Context: an optimization exercise on an open-source flow, tuned for small area. The choices shown serve that exercise and are no tape-out recipe. Power figures rest on the tool's default switching activity, not on a simulated workload.

==> flow/design.v <==
`timescale 1ns/1ps
module riscvTop (
   input  logic        CLK,
   input  logic        RSTn,
   output logic        iMemCsn,
   output logic [11:0] iMemAddr,    
   input  logic [31:0] iMemData,
   output logic        dMemCsn,
   output logic [11:0] dMemAddr,    
   output logic [31:0] dMemDout,
   input  logic [31:0] dMemData,
   output logic        dMemWen,
   output logic        rfWe,
   output logic [4:0]  rfRa1,
   output logic [4:0]  rfRa2,
   output logic [4:0]  rfWa,
   input  logic [31:0] rfRd1,
   input  logic [31:0] rfRd2,
   output logic [31:0] rfWd,
   output logic        halt,
   output logic [31:0] numInst
);
   logic [9:0]  pc;       
   logic [3:0]  ph;
   logic [31:0] r;
   logic [3:0]  prev;
   logic        carry, eq;
   wire [31:0] ins = iMemData;
   wire [2:0]  f3  = ins[14:12];
   wire isJal   = ins[3];
   wire isLui   = ins[2] & ~ins[3];
   wire isSys   = ins[6] & ins[4];
   wire isBr    = ins[6] & ~ins[4] & ~ins[2];
   wire isLoad  = ~ins[5] & ~ins[4];
   wire isStore = ~ins[6] & ins[5] & ~ins[4];
   wire isImm   = ~ins[5] & ins[4];
   wire isAlu   = ~ins[6] & ins[4] & ~ins[2];    
   wire isReg   = isAlu & ins[5];
   wire regWr   = isAlu | isLui | isJal | isLoad;
   wire aluOp   = isAlu & ~p2;
   wire isSll   = aluOp & (f3 == 3'b001);
   wire isSrl   = aluOp & (f3 == 3'b101);
   wire isSlt   = aluOp & (f3 == 3'b010);
   wire isLogic = aluOp & f3[2] & (f3[1] | ~f3[0]);    
   wire isSub   = ~p2 & ((isReg & (f3 == 3'b000) & ins[30]) | (isAlu & (f3 == 3'b010)) | isBr);
   wire p2    = ph[3] & ~ph[2];             
   wire prime = (ph == 4'd15);
   wire wr    = ph[3] & ph[2] & ~ph[1];     
   wire [2:0] dig = ph[2:0];
   wire [4:0] shamt = isImm ? ins[24:20] : rfRd2[4:0];
   wire       frac  = |shamt[1:0];
   logic [4:0] ri;
   logic [1:0] fs;
   always_comb begin
      fs = 2'd0;
      if (isSrl)      fs = -shamt[1:0];
      else if (isSll) fs = shamt[1:0];
   end
   wire [4:0] first = isSrl ? {2'b00, shamt[4:2]} : isSll ? {2'b11, ~shamt[4:2]} : 5'h1f;
   wire       setup = (ph == 4'd14);
   wire       hold  = prime & isSrl & ~frac;
   always_ff @(posedge CLK) ri <= setup ? first : ri + {4'd0, ~hold};
   wire       usePc   = isJal | p2;
   wire       inRange = (ri[4:3] == 2'b00) & ~isLui & ~usePc;
   logic [3:0] pcDig;
   always_comb begin
      case (dig)
         3'd0: pcDig = {pc[1:0], 2'b00};
         3'd1: pcDig = pc[5:2];
         3'd2: pcDig = pc[9:6];
         default: pcDig = 4'd0;
      endcase
   end
   wire [3:0] cur = inRange ? rfRd1[{ri[2:0], 2'b00} +: 4] : (usePc ? pcDig : 4'd0);
   wire [7:0] fun = {cur, prev};
   wire [3:0] opA;
   assign opA[0] = fun[4 - fs];
   assign opA[1] = fun[5 - fs];
   assign opA[2] = fun[6 - fs];
   assign opA[3] = fun[7 - fs];
   wire taken = isJal | (isBr & (eq ^ ins[12]));
   wire useS  = isStore | isBr;
   logic [3:0] immIS;
   always_comb begin
      case (dig)
         3'd0: immIS = useS ? ins[10:7] : ins[23:20];
         3'd1: immIS = {ins[27:25], useS ? ins[11] : ins[24]};
         3'd2: immIS = {p2 ? (isJal ? ins[20] : ins[7]) : ins[31], ins[30:28]};
         default: immIS = {4{ins[31]}};
      endcase
   end
   wire [3:0] immU   = (dig < 3'd3) ? 4'd0 : ins[{dig, 2'b00} +: 4];
   wire [3:0] four   = {1'b0, dig == 3'd0, 2'b00};
   wire [3:0] rs2Dig = rfRd2[{dig, 2'b00} +: 4];
   logic [3:0] opB;
   always_comb begin
      if (p2)                opB = taken ? immIS : four;
      else if (isReg | isBr) opB = rs2Dig;
      else if (isLui)        opB = immU;
      else if (isJal)        opB = four;
      else                   opB = immIS;
   end
   wire [3:0] bx = opB ^ {4{isSub}};
   logic [3:0] tt;
   always_comb begin
      if (isSll | isSrl) tt = 4'b1100;    
      else if (isSlt)    tt = 4'b0000;
      else if (isLogic)  tt = (f3[1:0] == 2'b00) ? 4'b0110 : (f3[0] ? 4'b1000 : 4'b1110);
      else               tt = 4'b0110;
   end
   wire arith = ~(isSll | isSrl | isSlt | isLogic);
   logic [4:0] c;
   logic [3:0] out;
   always_comb begin
      c[0] = carry;
      for (int i = 0; i < 4; i++) begin
         out[i]   = tt[{opA[i], bx[i]}] ^ (arith & c[i]);
         c[i + 1] = (opA[i] & bx[i]) | (c[i] & (opA[i] ^ bx[i]));
      end
   end
   wire b31 = isImm ? ins[31] : rfRd2[31];
   wire lt  = ~carry ^ rfRd1[31] ^ b31;
   wire p1dig = ~ph[3] & ~p2;
   always_ff @(posedge CLK) begin
      r     <= {out, r[31:4]};
      prev  <= cur;
      carry <= prime ? isSub : (~wr & c[4]);
      eq    <= ((p1dig & (dig == 3'd0)) | eq) & (~p1dig | (out == 4'd0));
   end
   wire last = p2 & ph[1];                  
   always_ff @(posedge CLK) begin
      if (RSTn) begin
         ph   <= 4'd14;
         pc   <= 10'd0;
         halt <= 1'b0;
      end else begin
         case (ph)
            4'd7:    ph <= 4'd12;
            4'd12:   ph <= 4'd8;
            4'd10:   ph <= 4'd14;
            default: ph <= ph + 4'd1;
         endcase
         if (last && !isSys) pc <= {out, r[31:26]};
         if (wr && isSys) halt <= 1'b1;
      end
   end
   logic       cc, clr;
   wire        rot = p1dig & ~halt;
   wire [4:0]  inc = {1'b0, clr ? 4'd0 : numInst[3:0]} + {4'd0, (dig == 3'd0) | cc};
   always_ff @(posedge CLK) begin
      cc <= inc[4];
      if (rot) numInst <= {inc[3:0], numInst[31:4]};
      if (RSTn) clr <= 1'b1;
      else if (rot && dig == 3'd7) clr <= 1'b0;
   end
   assign iMemCsn  = 1'b0;
   assign iMemAddr = {pc, 2'b00};
   assign rfRa1    = ins[19:15];
   assign rfRa2    = ins[24:20];
   assign rfWa     = ins[11:7];
   assign rfWe     = wr & regWr & (ins[11:7] != 5'd0);
   assign rfWd     = isLoad ? dMemData : {r[31:1], r[0] | (isSlt & lt)};
   assign dMemCsn  = 1'b0;
   assign dMemWen  = ~(wr & isStore);
   assign dMemAddr = r[13:2];
   assign dMemDout = rfRd2;
endmodule
==> flow/config.mk <==
export PLATFORM = sky130hd
export DESIGN_NAME = riscvTop
export DESIGN_NICKNAME = riscvTop
export VERILOG_FILES = /design/flow/design.v
export SDC_FILE = /design/flow/constraint.sdc
export NUM_CORES = 4
export LEC_CHECK = 0
export CAP_MARGIN = 20
export CORE_MARGIN = 2
export CORE_UTILIZATION = 55
export CTS_BUF_LIST = sky130_fd_sc_hd__clkbuf_8
export PLACE_DENSITY = 0.75
export SLEW_MARGIN = 20
==> flow/constraint.sdc <==
create_clock -name core_clock -period 7.0 [get_ports {CLK}]
set_input_delay 1.4000 -clock core_clock [delete_from_list [all_inputs] [get_ports {CLK}]]
set_output_delay 1.4000 -clock core_clock [all_outputs]
set_load 0.01 [all_outputs]
standard.sh (not shown) runs the stock make flow with config.mk's settings and CLKGATE_MAP_FILE= SYNTH_SCRIPT=/design/flow/synth_recipe.tcl, a recipe that flattens the netlist after the stock synthesis.
==> flow/flow/run.sh <==
#!/bin/bash
# Standard ORFS layout with two changes:
#  - ABC maps the combinational logic for area (flow/abc_area.script) instead
#    of ORFS's delay-oriented script; everything else in synthesis, including
#    the flip-flops and their names, is unchanged;
#  - the port buffers are the smallest buffer (buf_1); the resizer still
#    upsizes any that timing, slew or capacitance need.
set -euo pipefail
rm -rf scripts_local
cp -r "$FLOW_HOME/scripts" scripts_local
cp flow/abc_area.script scripts_local/abc_speed.script
export SCRIPTS_DIR="$PWD/scripts_local"
export BUFFER_PORTS_ARGS="-buffer_cell sky130_fd_sc_hd__buf_1"
export CTS_ARGS="-sink_clustering_enable -repair_clock_nets -buf_list sky130_fd_sc_hd__clkbuf_8 -dont_use_dummy_load"
bash standard.sh > standard_make.log 2>&1
==> flow/flow/abc_area.script <==
strash
&get -n
&st
&syn2
&synch2
&put
dch -f
amap
strash
dch -f
amap
topo
stime -c
Next try:
Settings changed: CAP_MARGIN 20 to 5, CORE_UTILIZATION 55 to 40, PLACE_DENSITY 0.75 to unset, SLEW_MARGIN 20 to 5.
After rerunning:
- setup slack is better by 100 ps
- design area is higher by 1.5%
- total power is higher by 0.63%
- maximum frequency is higher by 1.8%
- cell count is higher by 7.1%
- non-clock buffer count is higher by 2
- worst hold slack hardly moves
- via count is lower by 1.5%
- register-to-register slack is better by 350 ps
- critical path depth is unchanged
Next try:
Settings changed: CAP_MARGIN 5 to 20, SLEW_MARGIN 5 to 20.
The changed run passed the timing, design-rule and antenna checks.
Routed wire length stays the same.
Via count stays the same.
Synthesized cell count does not change.
Worst setup slack stays the same.
Next try:
Settings changed: CORE_UTILIZATION 40 to 65.
After rerunning: Wire length is higher by 6.2%; power is higher by about 1.4%; worst setup slack degrades by 110 ps; clock power is about the same; core utilization is higher by 29 points; hold slack improves by 9.4 ps; design area is lower by 1.7%; area after synthesis stays the same; register-to-register slack degrades by 260 ps; die area is lower by about 37%; combinational power is about the same.
No run of this note included a check of the RTL's function; only the layout flow was run.

## what the ideal ports hide
The flow's constraints put no driver on any port. The routed layouts listed below were extracted and timed again, unchanged, in two steps. Step 1 (the two cells are an assumption about what drives the block):
set clk [get_ports {CLK}]
set_driving_cell -lib_cell sky130_fd_sc_hd__clkbuf_16 $clk
set_driving_cell -lib_cell sky130_fd_sc_hd__buf_2 [delete_from_list [all_inputs] $clk]
Step 2 times the ports against the registers' clock, not the clock port: input delays grow and output delays shrink by t, the midpoint of the rising clock arrivals with the driver on. Slacks: ideal ports / drivers / drivers and shift; pairs: ideal ports / drivers.
run	t, ns	slack for setup (ns)	clock arrival spread, ns
the first run	0.377	1.031 / 1.030 / 0.653	0.044 / 0.044
the second run	0.402	1.134 / 1.142 / 0.740	0.025 / 0.026
the third run	0.402	1.134 / 1.142 / 0.740	0.025 / 0.026
the fourth run	0.369	1.027 / 1.038 / 0.669	0.041 / 0.042
After both steps every run listed still meets setup and hold.
